Context: an optimization exercise on an open-source flow, tuned for small area, a short achievable clock period and few clock cycles per item. The choices shown serve that exercise and are no tape-out recipe.
At most, simulation tests tie the RTL to the original design; equivalence was not proved.
Power figures rest on the tool's default switching activity, not on a simulated workload.

==> build 84: inputs <==
Design goertzel_power_detect, start of the top module:
module goertzel_power_detect #(
   parameter int OW       = 20,
   parameter int PW       = 2*OW+1,
   parameter int HOLD_ON  = 3,
   parameter int HOLD_OFF = 3
) (
   input  logic            i_clk,
   input  logic            i_rst,
   input  logic [2*OW-1:0] s_axis_tdata,
   input  logic            s_axis_tvalid,
   output logic            s_axis_tready,
   output logic [PW-1:0]   m_axis_tdata,
   output logic            m_axis_tuser,
   output logic            m_axis_tvalid,
   input  logic            m_axis_tready,
   input  logic [PW-1:0]   i_threshold,
   output logic            o_detect
);
==> module goertzel_abs, before the edit <==
module goertzel_abs #(
   parameter int W   = 2,
   parameter bit INV = 1'b0    
) (
   input  logic [W-1:0] i_x,
   output logic [W-1:0] o_m
);
   localparam int c_L = $clog2(W);
   logic [W-1:0] w_y, w_c;
   logic [W-1:0] w_p [0:c_L];
   assign w_y = i_x ^ {W{i_x[W-1]}};
   always_comb begin
      w_p[0] = w_y;
      for (int k = 1; k <= c_L; k++) begin
         for (int i = 0; i < W; i++) begin
            if (i >= (1 << (k - 1))) w_p[k][i] = w_p[k-1][i] & w_p[k-1][i - (1 << (k - 1))];
            else                     w_p[k][i] = w_p[k-1][i];
         end
      end
      w_c[0] = i_x[W-1];
      for (int i = 1; i < W; i++) w_c[i] = i_x[W-1] & w_p[c_L][i-1];
   end
   assign o_m = w_y ^ w_c ^ {W{INV}};
endmodule
Settings: LEC_CHECK=0, CAP_MARGIN=0, CORE_MARGIN=2, CORE_UTILIZATION=40, CTS_BUF_LIST=sky130_fd_sc_hd__clkbuf_8, SETUP_SLACK_MARGIN=4.0, SLEW_MARGIN=0, SYNTH_HIERARCHICAL=1, SYNTH_MINIMUM_KEEP_SIZE=0; clock period 8.0 ns.
standard.sh (not shown) runs the stock make flow with config.mk's settings and CLKGATE_MAP_FILE= SYNTH_SCRIPT=/design/flow/synth_recipe.tcl, a recipe that flattens the netlist after the stock synthesis.
==> flow/flow/run.sh <==
#!/bin/bash
# Standard ORFS layout (the standard.sh, standard synthesis unchanged),
# with the port buffers made from the smallest buffer cell.
set -euo pipefail
bash standard.sh BUFFER_PORTS_ARGS="-buffer_cell sky130_fd_sc_hd__buf_1" finish > standard_flow.log 2>&1
==> inputs of build 15, as changes to build 84 <==
--- a/flow/design.v
+++ b/flow/design.v
@@ -17,16 +17,17 @@
    input  logic [PW-1:0]   i_threshold,
    output logic            o_detect
 );
    localparam bit c_INREG  = 1'b1;
    localparam bit c_MIDREG = 1'b1;
    localparam bit c_INMUX  = 1'b1;
    localparam bit c_ABS    = 1'b1;
    localparam bit c_INV    = 1'b1;
+   localparam bit c_TREG   = 1'b1;
    localparam int c_HMAX = (HOLD_ON > HOLD_OFF) ? HOLD_ON : HOLD_OFF;
    localparam int c_CW   = (c_HMAX > 1) ? $clog2(c_HMAX) : 1;
    logic            w_en;
    logic            w_v1, w_v2;
    logic            r_v3;
    logic [OW-1:0]   x_re, x_im;
    logic [76-1:0] w_mid_d, w_mid_q;
    logic [PW-1:0]   w_ra, w_rb;
@@ -1793,16 +1794,26 @@
          assign w_mid_q = r_mid;
       end else begin : g_nmid
          assign w_v2    = w_v1;
          assign w_mid_q = w_mid_d;
       end
    endgenerate
    assign w_ra = {1'b0, 1'b0, w_mid_q[74], w_mid_q[72], w_mid_q[70], w_mid_q[68], w_mid_q[66], w_mid_q[64], w_mid_q[62], w_mid_q[60], w_mid_q[58], w_mid_q[56], w_mid_q[54], w_mid_q[52], w_mid_q[50], w_mid_q[48], w_mid_q[46], w_mid_q[44], w_mid_q[42], w_mid_q[40], w_mid_q[38], w_mid_q[36], w_mid_q[34], w_mid_q[32], w_mid_q[30], w_mid_q[28], w_mid_q[26], w_mid_q[24], w_mid_q[22], w_mid_q[20], w_mid_q[18], w_mid_q[16], w_mid_q[14], w_mid_q[12], w_mid_q[10], w_mid_q[8], w_mid_q[6], w_mid_q[4], w_mid_q[2], 1'b0, w_mid_q[0]} ^ 41'h6000000001;
    assign w_rb = {1'b0, 1'b0, w_mid_q[75], w_mid_q[73], w_mid_q[71], w_mid_q[69], w_mid_q[67], w_mid_q[65], w_mid_q[63], w_mid_q[61], w_mid_q[59], w_mid_q[57], w_mid_q[55], w_mid_q[53], w_mid_q[51], w_mid_q[49], w_mid_q[47], w_mid_q[45], w_mid_q[43], w_mid_q[41], w_mid_q[39], w_mid_q[37], w_mid_q[35], w_mid_q[33], w_mid_q[31], w_mid_q[29], w_mid_q[27], w_mid_q[25], w_mid_q[23], w_mid_q[21], w_mid_q[19], w_mid_q[17], w_mid_q[15], w_mid_q[13], w_mid_q[11], w_mid_q[9], w_mid_q[7], w_mid_q[5], w_mid_q[3], 1'b0, w_mid_q[1]} ^ 41'h4000000001;
+   logic [PW-1:0] w_thr;
+   generate
+      if (c_TREG) begin : g_treg
+         logic [PW-1:0] r_thr;
+         always_ff @(posedge i_clk) r_thr <= i_threshold;
+         assign w_thr = r_thr;
+      end else begin : g_ntreg
+         assign w_thr = i_threshold;
+      end
+   endgenerate
    assign w_sum = w_ra + w_rb;
    logic w_t1009;
    logic w_t1010;
    logic w_t1011;
    logic w_t1012;
    logic w_t1013;
    logic w_t1014;
    logic w_t1015;
@@ -1906,93 +1917,93 @@
    logic w_t1113;
    logic w_t1114;
    logic w_t1115;
    logic w_t1116;
    logic w_t1117;
    logic w_t1118;
    logic w_t1119;
    logic w_t1120;
-   goertzel_fa u_fa1011 (.i_a(w_mid_q[0]), .i_b(w_mid_q[1]), .i_c(i_threshold[0]), .o_s(w_t1009), .o_c(w_t1010));
-   assign w_t1011 = ~i_threshold[2];
+   goertzel_fa u_fa1011 (.i_a(w_mid_q[0]), .i_b(w_mid_q[1]), .i_c(w_thr[0]), .o_s(w_t1009), .o_c(w_t1010));
+   assign w_t1011 = ~w_thr[2];
    goertzel_fa u_fa1014 (.i_a(w_mid_q[2]), .i_b(w_mid_q[3]), .i_c(w_t1011), .o_s(w_t1012), .o_c(w_t1013));
-   assign w_t1014 = ~i_threshold[3];
+   assign w_t1014 = ~w_thr[3];
    goertzel_fa u_fa1017 (.i_a(w_mid_q[4]), .i_b(w_mid_q[5]), .i_c(w_t1014), .o_s(w_t1015), .o_c(w_t1016));
-   assign w_t1017 = ~i_threshold[4];
+   assign w_t1017 = ~w_thr[4];
    goertzel_fa u_fa1020 (.i_a(w_mid_q[6]), .i_b(w_mid_q[7]), .i_c(w_t1017), .o_s(w_t1018), .o_c(w_t1019));
-   assign w_t1020 = ~i_threshold[5];
+   assign w_t1020 = ~w_thr[5];
    goertzel_fa u_fa1023 (.i_a(w_mid_q[8]), .i_b(w_mid_q[9]), .i_c(w_t1020), .o_s(w_t1021), .o_c(w_t1022));
-   assign w_t1023 = ~i_threshold[6];
+   assign w_t1023 = ~w_thr[6];
    goertzel_fa u_fa1026 (.i_a(w_mid_q[10]), .i_b(w_mid_q[11]), .i_c(w_t1023), .o_s(w_t1024), .o_c(w_t1025));
-   assign w_t1026 = ~i_threshold[7];
+   assign w_t1026 = ~w_thr[7];
    goertzel_fa u_fa1029 (.i_a(w_mid_q[12]), .i_b(w_mid_q[13]), .i_c(w_t1026), .o_s(w_t1027), .o_c(w_t1028));
-   assign w_t1029 = ~i_threshold[8];
+   assign w_t1029 = ~w_thr[8];
    goertzel_fa u_fa1032 (.i_a(w_mid_q[14]), .i_b(w_mid_q[15]), .i_c(w_t1029), .o_s(w_t1030), .o_c(w_t1031));
-   assign w_t1032 = ~i_threshold[9];
+   assign w_t1032 = ~w_thr[9];
    goertzel_fa u_fa1035 (.i_a(w_mid_q[16]), .i_b(w_mid_q[17]), .i_c(w_t1032), .o_s(w_t1033), .o_c(w_t1034));
-   assign w_t1035 = ~i_threshold[10];
+   assign w_t1035 = ~w_thr[10];
    goertzel_fa u_fa1038 (.i_a(w_mid_q[18]), .i_b(w_mid_q[19]), .i_c(w_t1035), .o_s(w_t1036), .o_c(w_t1037));
-   assign w_t1038 = ~i_threshold[11];
+   assign w_t1038 = ~w_thr[11];
    goertzel_fa u_fa1041 (.i_a(w_mid_q[20]), .i_b(w_mid_q[21]), .i_c(w_t1038), .o_s(w_t1039), .o_c(w_t1040));
-   assign w_t1041 = ~i_threshold[12];
+   assign w_t1041 = ~w_thr[12];
    goertzel_fa u_fa1044 (.i_a(w_mid_q[22]), .i_b(w_mid_q[23]), .i_c(w_t1041), .o_s(w_t1042), .o_c(w_t1043));
-   assign w_t1044 = ~i_threshold[13];
+   assign w_t1044 = ~w_thr[13];
    goertzel_fa u_fa1047 (.i_a(w_mid_q[24]), .i_b(w_mid_q[25]), .i_c(w_t1044), .o_s(w_t1045), .o_c(w_t1046));
-   assign w_t1047 = ~i_threshold[14];
+   assign w_t1047 = ~w_thr[14];
    goertzel_fa u_fa1050 (.i_a(w_mid_q[26]), .i_b(w_mid_q[27]), .i_c(w_t1047), .o_s(w_t1048), .o_c(w_t1049));
-   assign w_t1050 = ~i_threshold[15];
+   assign w_t1050 = ~w_thr[15];
    goertzel_fa u_fa1053 (.i_a(w_mid_q[28]), .i_b(w_mid_q[29]), .i_c(w_t1050), .o_s(w_t1051), .o_c(w_t1052));
-   assign w_t1053 = ~i_threshold[16];
+   assign w_t1053 = ~w_thr[16];
    goertzel_fa u_fa1056 (.i_a(w_mid_q[30]), .i_b(w_mid_q[31]), .i_c(w_t1053), .o_s(w_t1054), .o_c(w_t1055));
-   assign w_t1056 = ~i_threshold[17];
+   assign w_t1056 = ~w_thr[17];
    goertzel_fa u_fa1059 (.i_a(w_mid_q[32]), .i_b(w_mid_q[33]), .i_c(w_t1056), .o_s(w_t1057), .o_c(w_t1058));
-   assign w_t1059 = ~i_threshold[18];
+   assign w_t1059 = ~w_thr[18];
    goertzel_fa u_fa1062 (.i_a(w_mid_q[34]), .i_b(w_mid_q[35]), .i_c(w_t1059), .o_s(w_t1060), .o_c(w_t1061));
-   assign w_t1062 = ~i_threshold[19];
+   assign w_t1062 = ~w_thr[19];
    goertzel_fa u_fa1065 (.i_a(w_mid_q[36]), .i_b(w_mid_q[37]), .i_c(w_t1062), .o_s(w_t1063), .o_c(w_t1064));
-   assign w_t1065 = ~i_threshold[20];
+   assign w_t1065 = ~w_thr[20];
    goertzel_fa u_fa1068 (.i_a(w_mid_q[38]), .i_b(w_mid_q[39]), .i_c(w_t1065), .o_s(w_t1066), .o_c(w_t1067));
-   assign w_t1068 = ~i_threshold[21];
+   assign w_t1068 = ~w_thr[21];
    goertzel_fa u_fa1071 (.i_a(w_mid_q[40]), .i_b(w_mid_q[41]), .i_c(w_t1068), .o_s(w_t1069), .o_c(w_t1070));
-   assign w_t1071 = ~i_threshold[22];
+   assign w_t1071 = ~w_thr[22];
    goertzel_fa u_fa1074 (.i_a(w_mid_q[42]), .i_b(w_mid_q[43]), .i_c(w_t1071), .o_s(w_t1072), .o_c(w_t1073));
-   assign w_t1074 = ~i_threshold[23];
+   assign w_t1074 = ~w_thr[23];
    goertzel_fa u_fa1077 (.i_a(w_mid_q[44]), .i_b(w_mid_q[45]), .i_c(w_t1074), .o_s(w_t1075), .o_c(w_t1076));
-   assign w_t1077 = ~i_threshold[24];
+   assign w_t1077 = ~w_thr[24];
    goertzel_fa u_fa1080 (.i_a(w_mid_q[46]), .i_b(w_mid_q[47]), .i_c(w_t1077), .o_s(w_t1078), .o_c(w_t1079));
-   assign w_t1080 = ~i_threshold[25];
+   assign w_t1080 = ~w_thr[25];
    goertzel_fa u_fa1083 (.i_a(w_mid_q[48]), .i_b(w_mid_q[49]), .i_c(w_t1080), .o_s(w_t1081), .o_c(w_t1082));
-   assign w_t1083 = ~i_threshold[26];
+   assign w_t1083 = ~w_thr[26];
    goertzel_fa u_fa1086 (.i_a(w_mid_q[50]), .i_b(w_mid_q[51]), .i_c(w_t1083), .o_s(w_t1084), .o_c(w_t1085));
-   assign w_t1086 = ~i_threshold[27];
+   assign w_t1086 = ~w_thr[27];
    goertzel_fa u_fa1089 (.i_a(w_mid_q[52]), .i_b(w_mid_q[53]), .i_c(w_t1086), .o_s(w_t1087), .o_c(w_t1088));
-   assign w_t1089 = ~i_threshold[28];
+   assign w_t1089 = ~w_thr[28];
    goertzel_fa u_fa1092 (.i_a(w_mid_q[54]), .i_b(w_mid_q[55]), .i_c(w_t1089), .o_s(w_t1090), .o_c(w_t1091));
-   assign w_t1092 = ~i_threshold[29];
+   assign w_t1092 = ~w_thr[29];
    goertzel_fa u_fa1095 (.i_a(w_mid_q[56]), .i_b(w_mid_q[57]), .i_c(w_t1092), .o_s(w_t1093), .o_c(w_t1094));
-   assign w_t1095 = ~i_threshold[30];
+   assign w_t1095 = ~w_thr[30];
    goertzel_fa u_fa1098 (.i_a(w_mid_q[58]), .i_b(w_mid_q[59]), .i_c(w_t1095), .o_s(w_t1096), .o_c(w_t1097));
-   assign w_t1098 = ~i_threshold[31];
+   assign w_t1098 = ~w_thr[31];
    goertzel_fa u_fa1101 (.i_a(w_mid_q[60]), .i_b(w_mid_q[61]), .i_c(w_t1098), .o_s(w_t1099), .o_c(w_t1100));
-   assign w_t1101 = ~i_threshold[32];
+   assign w_t1101 = ~w_thr[32];
    goertzel_fa u_fa1104 (.i_a(w_mid_q[62]), .i_b(w_mid_q[63]), .i_c(w_t1101), .o_s(w_t1102), .o_c(w_t1103));
-   assign w_t1104 = ~i_threshold[33];
+   assign w_t1104 = ~w_thr[33];
    goertzel_fa u_fa1107 (.i_a(w_mid_q[64]), .i_b(w_mid_q[65]), .i_c(w_t1104), .o_s(w_t1105), .o_c(w_t1106));
-   assign w_t1107 = ~i_threshold[34];
+   assign w_t1107 = ~w_thr[34];
    goertzel_fa u_fa1110 (.i_a(w_mid_q[66]), .i_b(w_mid_q[67]), .i_c(w_t1107), .o_s(w_t1108), .o_c(w_t1109));
-   assign w_t1110 = ~i_threshold[35];
+   assign w_t1110 = ~w_thr[35];
    goertzel_fa u_fa1113 (.i_a(w_mid_q[68]), .i_b(w_mid_q[69]), .i_c(w_t1110), .o_s(w_t1111), .o_c(w_t1112));
-   assign w_t1113 = ~i_threshold[36];
+   assign w_t1113 = ~w_thr[36];
    goertzel_fa u_fa1116 (.i_a(w_mid_q[70]), .i_b(w_mid_q[71]), .i_c(w_t1113), .o_s(w_t1114), .o_c(w_t1115));
    assign w_t1116 = ~w_mid_q[73];
-   goertzel_fa u_fa1119 (.i_a(w_mid_q[72]), .i_b(w_t1116), .i_c(i_threshold[37]), .o_s(w_t1117), .o_c(w_t1118));
-   goertzel_fa u_fa1121 (.i_a(w_mid_q[74]), .i_b(w_mid_q[75]), .i_c(i_threshold[38]), .o_s(w_t1119), .o_c(w_t1120));
+   goertzel_fa u_fa1119 (.i_a(w_mid_q[72]), .i_b(w_t1116), .i_c(w_thr[37]), .o_s(w_t1117), .o_c(w_t1118));
+   goertzel_fa u_fa1121 (.i_a(w_mid_q[74]), .i_b(w_mid_q[75]), .i_c(w_thr[38]), .o_s(w_t1119), .o_c(w_t1120));
    logic [PW-1:0] w_sp, w_kp;
    logic [PW:0]   w_cmp;
-   assign w_sp  = {i_threshold[40], i_threshold[39], w_t1119, w_t1117, w_t1114, w_t1111, w_t1108, w_t1105, w_t1102, w_t1099, w_t1096, w_t1093, w_t1090, w_t1087, w_t1084, w_t1081, w_t1078, w_t1075, w_t1072, w_t1069, w_t1066, w_t1063, w_t1060, w_t1057, w_t1054, w_t1051, w_t1048, w_t1045, w_t1042, w_t1039, w_t1036, w_t1033, w_t1030, w_t1027, w_t1024, w_t1021, w_t1018, w_t1015, w_t1012, i_threshold[1], w_t1009} ^ 41'h1e000000003;
+   assign w_sp  = {w_thr[40], w_thr[39], w_t1119, w_t1117, w_t1114, w_t1111, w_t1108, w_t1105, w_t1102, w_t1099, w_t1096, w_t1093, w_t1090, w_t1087, w_t1084, w_t1081, w_t1078, w_t1075, w_t1072, w_t1069, w_t1066, w_t1063, w_t1060, w_t1057, w_t1054, w_t1051, w_t1048, w_t1045, w_t1042, w_t1039, w_t1036, w_t1033, w_t1030, w_t1027, w_t1024, w_t1021, w_t1018, w_t1015, w_t1012, w_thr[1], w_t1009} ^ 41'h1e000000003;
    assign w_kp  = {1'b0, 1'b0, w_t1120, w_t1118, w_t1115, w_t1112, w_t1109, w_t1106, w_t1103, w_t1100, w_t1097, w_t1094, w_t1091, w_t1088, w_t1085, w_t1082, w_t1079, w_t1076, w_t1073, w_t1070, w_t1067, w_t1064, w_t1061, w_t1058, w_t1055, w_t1052, w_t1049, w_t1046, w_t1043, w_t1040, w_t1037, w_t1034, w_t1031, w_t1028, w_t1025, w_t1022, w_t1019, w_t1016, w_t1013, 1'b0, w_t1010} ^ 41'h6000000001;
    assign w_cmp = {1'b0, w_sp} + {w_kp, 1'b1};
    assign w_hit = w_cmp[PW];
    always_ff @(posedge i_clk) begin
       if (i_rst)     r_v3 <= 1'b0;
       else if (w_en) r_v3 <= w_v2;
       if (w_en) begin
          r_pwr <= w_sum;
@@ -2047,31 +2058,30 @@
 module goertzel_abs #(
    parameter int W   = 2,
    parameter bit INV = 1'b0    
 ) (
    input  logic [W-1:0] i_x,
    output logic [W-1:0] o_m
 );
    localparam int c_L = $clog2(W);
-   logic [W-1:0] w_y, w_c;
-   logic [W-1:0] w_p [0:c_L];
-   assign w_y = i_x ^ {W{i_x[W-1]}};
+   logic [W-1:0] w_o [0:c_L];
+   logic [W-1:0] w_f;
    always_comb begin
-      w_p[0] = w_y;
+      w_o[0] = i_x;
       for (int k = 1; k <= c_L; k++) begin
          for (int i = 0; i < W; i++) begin
-            if (i >= (1 << (k - 1))) w_p[k][i] = w_p[k-1][i] & w_p[k-1][i - (1 << (k - 1))];
-            else                     w_p[k][i] = w_p[k-1][i];
+            if (i >= (1 << (k - 1))) w_o[k][i] = w_o[k-1][i] | w_o[k-1][i - (1 << (k - 1))];
+            else                     w_o[k][i] = w_o[k-1][i];
          end
       end
-      w_c[0] = i_x[W-1];
-      for (int i = 1; i < W; i++) w_c[i] = i_x[W-1] & w_p[c_L][i-1];
+      w_f[0] = 1'b0;
+      for (int i = 1; i < W; i++) w_f[i] = i_x[W-1] & w_o[c_L][i-1];
    end
-   assign o_m = w_y ^ w_c ^ {W{INV}};
+   assign o_m = i_x ^ w_f ^ {W{INV}};
 endmodule
 module goertzel_ha (
    input  logic i_a,
    input  logic i_b,
    output logic o_s,
    output logic o_c
 );
    assign o_s = i_a ^ i_b;
- CAP_MARGIN: 0 -> 20
- SETUP_SLACK_MARGIN: 4.0 -> 4.1
- SLEW_MARGIN: 0 -> 20
==> inputs of trial 62, as changes to build 84 <==
--- a/flow/design.v
+++ b/flow/design.v
@@ -2047,31 +2047,30 @@
 module goertzel_abs #(
    parameter int W   = 2,
    parameter bit INV = 1'b0    
 ) (
    input  logic [W-1:0] i_x,
    output logic [W-1:0] o_m
 );
    localparam int c_L = $clog2(W);
-   logic [W-1:0] w_y, w_c;
-   logic [W-1:0] w_p [0:c_L];
-   assign w_y = i_x ^ {W{i_x[W-1]}};
+   logic [W-1:0] w_o [0:c_L];
+   logic [W-1:0] w_f;
    always_comb begin
-      w_p[0] = w_y;
+      w_o[0] = i_x;
       for (int k = 1; k <= c_L; k++) begin
          for (int i = 0; i < W; i++) begin
-            if (i >= (1 << (k - 1))) w_p[k][i] = w_p[k-1][i] & w_p[k-1][i - (1 << (k - 1))];
-            else                     w_p[k][i] = w_p[k-1][i];
+            if (i >= (1 << (k - 1))) w_o[k][i] = w_o[k-1][i] | w_o[k-1][i - (1 << (k - 1))];
+            else                     w_o[k][i] = w_o[k-1][i];
          end
       end
-      w_c[0] = i_x[W-1];
-      for (int i = 1; i < W; i++) w_c[i] = i_x[W-1] & w_p[c_L][i-1];
+      w_f[0] = 1'b0;
+      for (int i = 1; i < W; i++) w_f[i] = i_x[W-1] & w_o[c_L][i-1];
    end
-   assign o_m = w_y ^ w_c ^ {W{INV}};
+   assign o_m = i_x ^ w_f ^ {W{INV}};
 endmodule
 module goertzel_ha (
    input  logic i_a,
    input  logic i_b,
    output logic o_s,
    output logic o_c
 );
    assign o_s = i_a ^ i_b;
- CAP_MARGIN: 0 -> 20
- SLEW_MARGIN: 0 -> 20
==> summary of the runs <==
Against build 84, the count of clock-buffer cells in the layout of build 15 is higher by 30.
Between build 15 and build 84, the lower via count is in build 84 (gap about 0.8%, measured against build 84).
In combinational power, trial 62 and build 15 hardly differ.
Between build 15 and trial 62, the lower sequential share of layout area is in trial 62 (gap 2.5 points).
In critical path depth, trial 62 and build 84 do not differ.
In build 15 the global-route usage is lower than in trial 62, by 0.51 points.
The lowest worst hold slack belongs to build 15, the highest to trial 62.
The lowest synthesized area belongs to trial 62, the highest to build 15.
The lowest sequential power belongs to trial 62, the highest to build 15.
The highest clock power belongs to build 15, the lowest to build 84.
Cell count, highest first: build 15, build 84, trial 62.
==> figures <==
                                                                                         build 15    build 84    trial 62
Result of the run                                                        timing/DRC/antenna clean  timing/DRC/antenna clean  timing/DRC/antenna clean
DR WL/cell                                                                                20.0 µm     20.3 µm     20.1 µm
Total number of vias                                                                       12,495      12,396      12,144
Post-route standard cell area excluding fillers                                        20,700 µm²  19,600 µm²  19,300 µm²
Clock-pin slew reported for the worst setup and hold paths after clock tree synthesis     0.06 ns     0.10 ns     0.09 ns
Post-Syn Area per Cell                                                                   11.4 µm²    11.1 µm²    11.2 µm²
Final cycle utilization of the critical path                                                0.483       0.495       0.490
Number of fillers in the final layout                                                       4,235       4,154       4,173
Global-route usage over all layers                                                          0.204       0.210       0.209
Share of synthesized cell area in and, or, nand and nor gates                               0.116       0.128       0.121
Flip-flop and latch power                                                                 2.22 mW     2.06 mW     1.99 mW
Die Area                                                                               48,100 µm²  46,900 µm²  46,000 µm²
Pin count of the biggest net entering global routing                                           70          65          58
Logic inverters                                                                                97          96          96
Xor/xnor share of the synthesized area                                                     0.0326      0.0402      0.0341
Met1 routed wirelength after detailed routing                                           19,700 µm   19,600 µm   19,100 µm
Worst Max-Slew Pin Slew                                                                  0.934 ns    0.856 ns    0.964 ns
Net switching power                                                                       3.91 mW     3.98 mW     3.81 mW
N_diodes                                                                                        0           0           1
Synth cell types                                                                               63          66          63
Worst-case hold slack                                                                    0.426 ns    0.456 ns    0.463 ns
Total design power                                                                        8.95 mW     8.61 mW     8.39 mW
Fin cells                                                                                   2,369       2,310       2,269
Testbench counts of trial 62, summed over its fixed seeds: cycles 2,072, items 2,048.
Only the layout flow was run in build 84 and build 15; the RTL was not checked for function there.

## re-timing with driven ports
No port has a modelled driver above. Below, the same layouts with a new extraction and two added sets of constraints. Step 1 sets driving cells, clkbuf_16 on the clock port and buf_2 on the other inputs (assumed; they add their load-dependent delay and slew). Step 2, shift: input delay + t, output delay - t, t = (earliest + latest rising clock arrival at the registers) / 2. This alone moves slack from input paths to output paths. a / b / c = no drivers / after step 1 / after step 2; a / b = the first two.
| run | t, ns | slack for setup (ns) | hold slack, ns | worst data-port slew with drivers (ns) | pins driven straight from the clock port |
|---|---|---|---|---|---|
| build 84 | 0.570 | 4.039 / 4.017 / 3.552 | 0.456 / 0.456 / 0.456 | 0.05 | 1 |
| build 15 | 0.623 | 4.138 / 4.089 / 4.089 | 0.426 / 0.426 / 0.426 | 0.06 | 1 |
| trial 62 | 0.560 | 4.080 / 4.046 / 3.710 | 0.463 / 0.463 / 0.463 | 0.05 | 1 |
After both steps every run listed still meets setup and hold. The setup slack of build 84, which loses most, moves by -0.022 ns with the drivers and by -0.487 ns with both steps.
